This is an optimization exercise on Yosys and OpenROAD, whose aim is small area, a short achievable clock period and few clock cycles per item, not a production implementation. Where RTL was checked, it was by simulation tests only, not by an equivalence proof against the original. Power and IR drop assume default switching activity.

run 1:
Design http_header_field_locator, start of the top module:
module http_header_field_locator (
  input  wire logic        clk,
  input  wire logic        rst_n,
  input  wire logic        in_valid,
  output logic             in_stall,
  input  wire logic [7:0]  in_data_byte,
  input  wire logic        in_last_byte,
  output logic             out_valid,
  input  wire logic        out_stall,
  output logic             out_parse_ok,
  output logic             out_resp_flag,
  output logic [1:0]       out_method_kind,
  output logic [15:0]      out_status_code,
  output logic [15:0]      out_uri_offset,
  output logic [15:0]      out_uri_length,
  output logic [15:0]      out_host_offset,
  output logic [15:0]      out_host_length,
  output logic [15:0]      out_agent_offset,
  output logic [15:0]      out_agent_length,
  output logic [15:0]      out_ctype_offset,
  output logic [15:0]      out_ctype_length
);
  logic       iv_r, il_r, ov_r, fresh_r;
  logic [7:0] ib_r;
  logic       cr_r, lf_r, sp_r, colon_r, digit_r;
  logic       step;
  assign step     = iv_r && !ov_r;
  assign in_stall = iv_r && ov_r;
  always_ff @(posedge clk) begin
    if (!rst_n) iv_r <= 1'b0;
    else if (in_valid && !in_stall) iv_r <= 1'b1;
    else if (step) iv_r <= 1'b0;
    if (!in_stall) begin
  ...
==> flow/config.mk <==
export PLATFORM = sky130hd
export DESIGN_NAME = http_header_field_locator
export DESIGN_NICKNAME = http_header_field_locator
export VERILOG_FILES = /design/flow/design.v
export SDC_FILE = /design/flow/constraint.sdc
export NUM_CORES = 4
export LEC_CHECK = 0
export CAP_MARGIN = 20
export CORE_MARGIN = 2
export CORE_UTILIZATION = 40
export SLEW_MARGIN = 20
==> flow/constraint.sdc <==
create_clock -name core_clock -period 4.0 [get_ports {clk}]
set_input_delay 0.8000 -clock core_clock [delete_from_list [all_inputs] [get_ports {clk}]]
set_output_delay 0.8000 -clock core_clock [all_outputs]
set_load 0.01 [all_outputs]
run.sh (not shown) runs the stock make flow with config.mk's settings and CLKGATE_MAP_FILE= SYNTH_SCRIPT=/design/flow/synth_recipe.tcl, a recipe that flattens the netlist after the stock synthesis.
Run 1 closes out successfully: all stages finished, all timing, DRC and antenna checks passed.
Testbench counts of run 1, summed over its fixed seeds: cycles 58,188, bytes 57,796.
### run 1 -> run 2
Settings: putting ABC_AREA at 1 where nothing was set; putting SETUP_SLACK_MARGIN at 2.0 where nothing was set.
Notes after the runs:
Every stage of the flow completed for run 2, and the final layout passed the timing, design-rule and antenna checks.
Going from run 1 to run 2, smallest setup slack after layout +0.92 ns; number of instances in the synthesized netlist +170; critical path depth +2; aggregate routed wire length +3600 µm.
Delta (run 2 minus run 1): post-synthesis area per instance down 1.7 µm², placer's final routability congestion estimate up about 2.3%.
Taking run 1 as the reference point, the detail-routed net length per standard cell of run 2 falls by 5.2%.
Run 1 reports its capturing instance or port of the critical path as u_scan.word0[15]$_DFFE_PP_ while run 2 reports u_scan.word0[12]$_DFFE_PP_.
Setup changes, run 2 to run 3
Settings: a deleted ABC_AREA that had been 1.
==> comparison <==
Going from run 2 to run 3, worst-case headroom to the max-slew limit went down, number of distinct standard cells referenced by the synthesized netlist moved up. Compared with run 2, in run 3 growth of design area from synthesis to finish shrank by 2.4 points, proportion of power drawn by combinational gates shrank by 3.4 points, via count shrank by 463, final cell count shrank by 9.6%. [compare] base=run 2 new=run 3: global placement routability congestion decreased by about 0.8% relative to the old numbers, global-route usage went up, routed wire length went up about 3.2%.

Another version of the RTL of http_header_field_locator (not shown whole).
Size: roughly 990 cells after synthesis, roughly 250 flip-flops, ~0.011 sq mm of cells after synthesis.
clock: 4.0 ns
lec_check: 0
abc_area: 1
cap_margin: 20
core_area: 2 2 168.09 168.09
cts_buf_list: sky130_fd_sc_hd__clkbuf_8
die_area: 0 0 170.09 170.09
setup_slack_margin: 2.07
slew_margin: 20
The first run went through all stages and came out clean.
Testbench counts at the start, summed over its fixed seeds: cycles 57,812, bytes 57,796.
Edit:
- CORE_AREA: 2 2 168.09 168.09 -> 2 2 148 148
- CTS_BUF_LIST: sky130_fd_sc_hd__clkbuf_8 -> unset
- CTS_CLUSTER_DIAMETER: unset -> 70
- CTS_CLUSTER_SIZE: unset -> 24
- DIE_AREA: 0 0 170.09 170.09 -> 0 0 150 150
- SETUP_SLACK_MARGIN: 2.07 -> 2.1
Effect: Power came out lower by a little under a tenth. Clock-buffer cell count goes down by 21. Non-clock buffer count went up by 2. Utilization climbs by 13 points.
Edit:
- CORE_AREA: 2 2 148 148 -> 2 2 168.09 168.09
- CTS_CLUSTER_DIAMETER: 70 -> unset
- CTS_CLUSTER_SIZE: 24 -> unset
- DIE_AREA: 0 0 150 150 -> 0 0 170.09 170.09
- SETUP_SLACK_MARGIN: 2.1 -> 1.95
Global-route usage went down by 5.2 points.
Flip-flop and latch count is unchanged.
Design area increases by a few percent.
Clock skew hardly moves.
Combinational power stays flat.
Wire length fell slightly.
Edit:
- CORE_AREA: 2 2 168.09 168.09 -> 2 2 148 148
- DIE_AREA: 0 0 170.09 170.09 -> 0 0 150 150
- SETUP_SLACK_MARGIN: 1.95 -> 2.1
Result: The changed run finished with timing, DRC and antenna clean; clock skew falls by 0.0060 ns; wire length went up by about 3%; total power grows by 2.1%; maximum frequency increases by about 5%; worst setup slack gets better by 0.10 ns; die area falls by 22%; clock power goes up by about 4%; combinational power hardly moves; design area shrinks by about 1.8%; final cell count drops by about 2.5%.
Edit:
- CORE_AREA: 2 2 148 148 -> 2 2 168.09 168.09
- CTS_CLUSTER_DIAMETER: unset -> 70
- CTS_CLUSTER_SIZE: unset -> 24
- DIE_AREA: 0 0 150 150 -> 0 0 170.09 170.09
Outcome: The changed run completed with no timing, DRC or antenna violations; die area came out higher by about 30%; setup slack barely changes; power came out lower by 8.1%; design area came out lower by 2.5%; routed wire length came out lower by about 2%; non-clock buffer count came out lower by 9; cell count came out higher by 2.5%; clock power came out lower by about 22%.
Edit:
- CTS_CLUSTER_DIAMETER: 70 -> unset
- CTS_CLUSTER_SIZE: 24 -> unset
Synthesized cell count stays the same.
Setup slack barely changes.
Final cell count goes up slightly.
Final area increases by a few percent.
Area after synthesis stays the same.
Clock-buffer cell count rose by 7.
Die area is unchanged.
Wire length went up slightly.
Via count grows slightly.
Register-to-register slack gains 0.05 ns.
Core utilization rises by 1.1 points.

Another version of the RTL of http_header_field_locator (not shown whole).
Size in the first run: ~1,100 cells after synthesis, ~250 flip-flops, roughly 11,000 sq um of cells after synthesis.
make LEC_CHECK=0 ABC_AREA=1 CAP_MARGIN=20 CORE_MARGIN=2 CORE_UTILIZATION=40 SETUP_SLACK_MARGIN=2.4 SLEW_MARGIN=20 finish   # period 4.0 ns
Then changed:
==> flow/flow/run.sh (new file) <==
#!/bin/bash
# The standard layout (standard.sh), with the input and output port buffers
# made of sky130_fd_sc_hd__buf_2 cells rather than the cell buffer_ports picks.
set -euo pipefail
bash standard.sh 'BUFFER_PORTS_ARGS=-buffer_cell sky130_fd_sc_hd__buf_2' finish > standard_finish.log 2>&1
==> flow/standard.sh (new file) <==
#!/bin/bash
# synth_recipe.tcl (not shown) runs the flow's synth.tcl, then flattens the netlist and writes it again
# the make line also repeats each setting of config.mk as NAME=value (left out here)
make -C /OpenROAD-flow-scripts/flow DESIGN_CONFIG=/design/flow/config.mk WORK_HOME=/design/flow/orfs CLKGATE_MAP_FILE= SYNTH_SCRIPT=/design/flow/synth_recipe.tcl "${@:-finish}"
removed: flow/run.sh
What happened: Via count went up by 2.7%. Hold slack is worse by 0.028 ns. Maximum frequency came out lower by 1.9%. Final cell count rises by 0.64%. Final area stays flat. Utilization barely changes. Setup slack degrades by 0.038 ns. Wire length grows by 0.47%. Clock skew stays flat. Synthesized cell count does not change.
No run of this note included a check of the RTL's function; only the layout flow was run.

http_header_field_locator with an RTL version that a note above also has.
Size in the first run: about 990 cells after synthesis, roughly 250 flip-flops, about 160 I/O pins, roughly 11000 sq um of cells after synthesis.
export LEC_CHECK = 0
export ABC_AREA = 1
export CAP_MARGIN = 20
export CORE_AREA = 2 2 168.09 168.09
export DIE_AREA = 0 0 170.09 170.09
export SETUP_SLACK_MARGIN = 2.1
export SLEW_MARGIN = 20
create_clock -name core_clock -period 4.0 [get_ports {clk}]
standard.sh (not shown) runs the stock make flow with config.mk's settings and CLKGATE_MAP_FILE= SYNTH_SCRIPT=/design/flow/synth_recipe.tcl, a recipe that flattens the netlist after the stock synthesis.
==> flow/flow/run.sh <==
#!/bin/bash
# The standard layout (standard.sh) with clock tree synthesis run without
# sink clustering.
set -euo pipefail
bash standard.sh 'CTS_ARGS=-repair_clock_nets' finish > standard_finish.log 2>&1
Testbench counts at the start, summed over its fixed seeds: cycles 57,812, bytes 57,796.
==> next run, changes <==
==> flow/run.sh (new file) <==
#!/bin/bash
# synth_recipe.tcl (not shown) runs the flow's synth.tcl, then flattens the netlist and writes it again
# the make line also repeats each setting of config.mk as NAME=value (left out here)
make -C /OpenROAD-flow-scripts/flow DESIGN_CONFIG=/design/flow/config.mk WORK_HOME=/design/flow/orfs CLKGATE_MAP_FILE= SYNTH_SCRIPT=/design/flow/synth_recipe.tcl finish
CTS_BUF_LIST = sky130_fd_sc_hd__clkbuf_8   (was default)
removed: flow/flow/run.sh
removed: flow/standard.sh
Final area decreases by a few percent.
Synthesized area stays the same.
Total power decreases by about a fifth.
Maximum frequency stays flat.
Wire length decreases slightly.

Setup of build 25:
http_header_field_locator again, from the RTL that the note above started with.
clock: 4.0 ns
lec_check: 0
abc_area: 0
cap_margin: 20
core_area: 2 2 168.09 168.09
die_area: 0 0 170.09 170.09
setup_slack_margin: 2.1
slew_margin: 20
run.sh (not shown) runs the stock make flow with config.mk's settings and CLKGATE_MAP_FILE= SYNTH_SCRIPT=/design/flow/synth_recipe.tcl, a recipe that flattens the netlist after the stock synthesis.
Stock flow here: none of the scripts above is used.
Build 25 finished all stages; the layout is clean.
Testbench counts of build 25, summed over its fixed seeds: cycles 57,812, bytes 57,796.
Inputs modified between build 25 and build 47:
diff --git a/flow/config.mk b/flow/config.mk
--- a/flow/config.mk
+++ b/flow/config.mk
@@ -8 +8 @@
-export ABC_AREA = 0
+export ABC_AREA = 1
@@ -12 +12 @@
-export SETUP_SLACK_MARGIN = 2.1
+export SETUP_SLACK_MARGIN = 2.4
Findings:
Diff build 25..build 47 | number of flops mapped to enable cells by yosys | unchanged
Sequential share of layout area (build 47 over build 25): decrease, 4.0 points
Build 47 against build 25; sequential power is down slightly.
Going from build 25 to build 47, share of power burned in combinational logic moved up, hold slack now sits lower.
out_parse_ok as the end of the critical path was reported by build 47, and u_scan.m_r[0] by build 25.
[compare] base=build 25 new=build 47: total of plain and repair buffers excluding clock buffers saw an increase, number of cells in the design after placement increased by 151 relative to the old numbers.
Re global routing met2 resource utilization: build 25 was lower than build 47.
[inputs] build 32 vs build 47
==> flow/flow/run.sh (new file) <==
#!/bin/bash
# The standard layout (standard.sh) with clock tree synthesis using larger
# sink clusters and no dummy loads.
set -euo pipefail
bash standard.sh 'CTS_ARGS=-sink_clustering_enable -repair_clock_nets -sink_clustering_size 24 -sink_clustering_max_diameter 70 -dont_use_dummy_load' finish > standard_finish.log 2>&1
==> flow/standard.sh (new file) <==
#!/bin/bash
# synth_recipe.tcl (not shown) runs the flow's synth.tcl, then flattens the netlist and writes it again
# the make line also repeats each setting of config.mk as NAME=value (left out here)
make -C /OpenROAD-flow-scripts/flow DESIGN_CONFIG=/design/flow/config.mk WORK_HOME=/design/flow/orfs CLKGATE_MAP_FILE= SYNTH_SCRIPT=/design/flow/synth_recipe.tcl "${@:-finish}"
diff --git a/flow/config.mk b/flow/config.mk
--- a/flow/config.mk
+++ b/flow/config.mk
@@ -12 +12 @@
-export SETUP_SLACK_MARGIN = 2.4
+export SETUP_SLACK_MARGIN = 2.1
removed: flow/run.sh
Findings:
- Build 32 | stages: all done | timing, DRC, antenna: all pass
- Diff build 47 -> build 32: final weighted congestion in routability-driven placement fell by 0.030, post-route met1 wirelength decreased 6.2%.
- Build 32 ended up with a lower routed wire length than build 47 did.
- Setup WNS build 47 -> build 32: better
Setup changes, build 32 to build 81
diff --git a/flow/config.mk b/flow/config.mk
--- a/flow/config.mk
+++ b/flow/config.mk
@@ -10,2 +10,2 @@
-export CORE_AREA = 2 2 168.09 168.09
-export DIE_AREA = 0 0 170.09 170.09
+export CORE_AREA = 2 2 148 148
+export DIE_AREA = 0 0 150 150
==> notes.md <==
- Build 32 has a higher share of the clock period used by the worst path after layout than build 81.
- Build 81 reports a higher global-route usage than build 32 does.
- In the reports for build 32 and build 81, the smaller clock network fraction of total power belongs to build 81.
- Cmp build 81 vs build 32: utilization after layout higher in build 81
- Of build 81 and build 32, it is build 81 that has the lower logic depth of the worst register-to-register path.
- Diff build 32 and build 81: growth of design area from synthesis to finish lower in build 32
- Build 32 → build 81: cell count shrank by 3.5%; worst hold slack after final layout saw an increase; total die area -about 22%.
- STATUS fmax: build 81 wins against build 32

-- what the ideal ports hide --
The results above use ideal ports. As a check the final layouts listed here were re-extracted and re-timed, cells and wires unchanged.
Step 1: set_driving_cell puts a clkbuf_16 on clk and a buf_2 on each other input, an assumption about the parent block.
Step 2 moves the port delays by t, midway between the first and last clock arrival at a register: inputs arrive t later, outputs are due t later. That takes back most of the time a late clock gives input paths.
Slacks: no drivers / after step 1 / after step 2; pairs: no drivers / after step 1.
run	shift t [ns]	slack for setup (ns)	pins driven straight from the clock port
run 1	0.575	0.549 / 0.549 / 0.549	1
run 2	0.564	1.471 / 1.471 / 1.471	1
run 3	0.564	0.884 / 0.884 / 0.884	1
the first run of note 2	0.572	2.082 / 2.043 / 1.599	1
the second run of note 2	0.520	2.119 / 2.073 / 1.703	1
the third run of note 2	0.570	1.985 / 1.942 / 1.513	1
the fourth run of note 2	0.567	2.084 / 2.039 / 1.638	1
the fifth run of note 2	0.531	2.083 / 2.040 / 1.700	1
the sixth run of note 2	0.569	2.084 / 2.036 / 1.660	1
the first run of note 3	0.581	2.087 / 2.041 / 1.928	1
the second run of note 3	0.565	2.049 / 2.007 / 2.091	1
the first run of note 4	0.575	2.067 / 2.024 / 1.646	1
the second run of note 4	0.573	2.072 / 2.034 / 1.637	1
build 25	0.577	2.070 / 2.035 / 1.692	1
build 47	0.571	2.086 / 2.041 / 1.890	1
build 32	0.516	2.092 / 2.049 / 1.689	1
build 81	0.510	2.111 / 2.064 / 1.653	1
After both steps setup and hold are still met in every run listed. The setup slack of the first run of note 2, which loses most, moves by -0.039 ns with the drivers and by -0.483 ns with both steps.
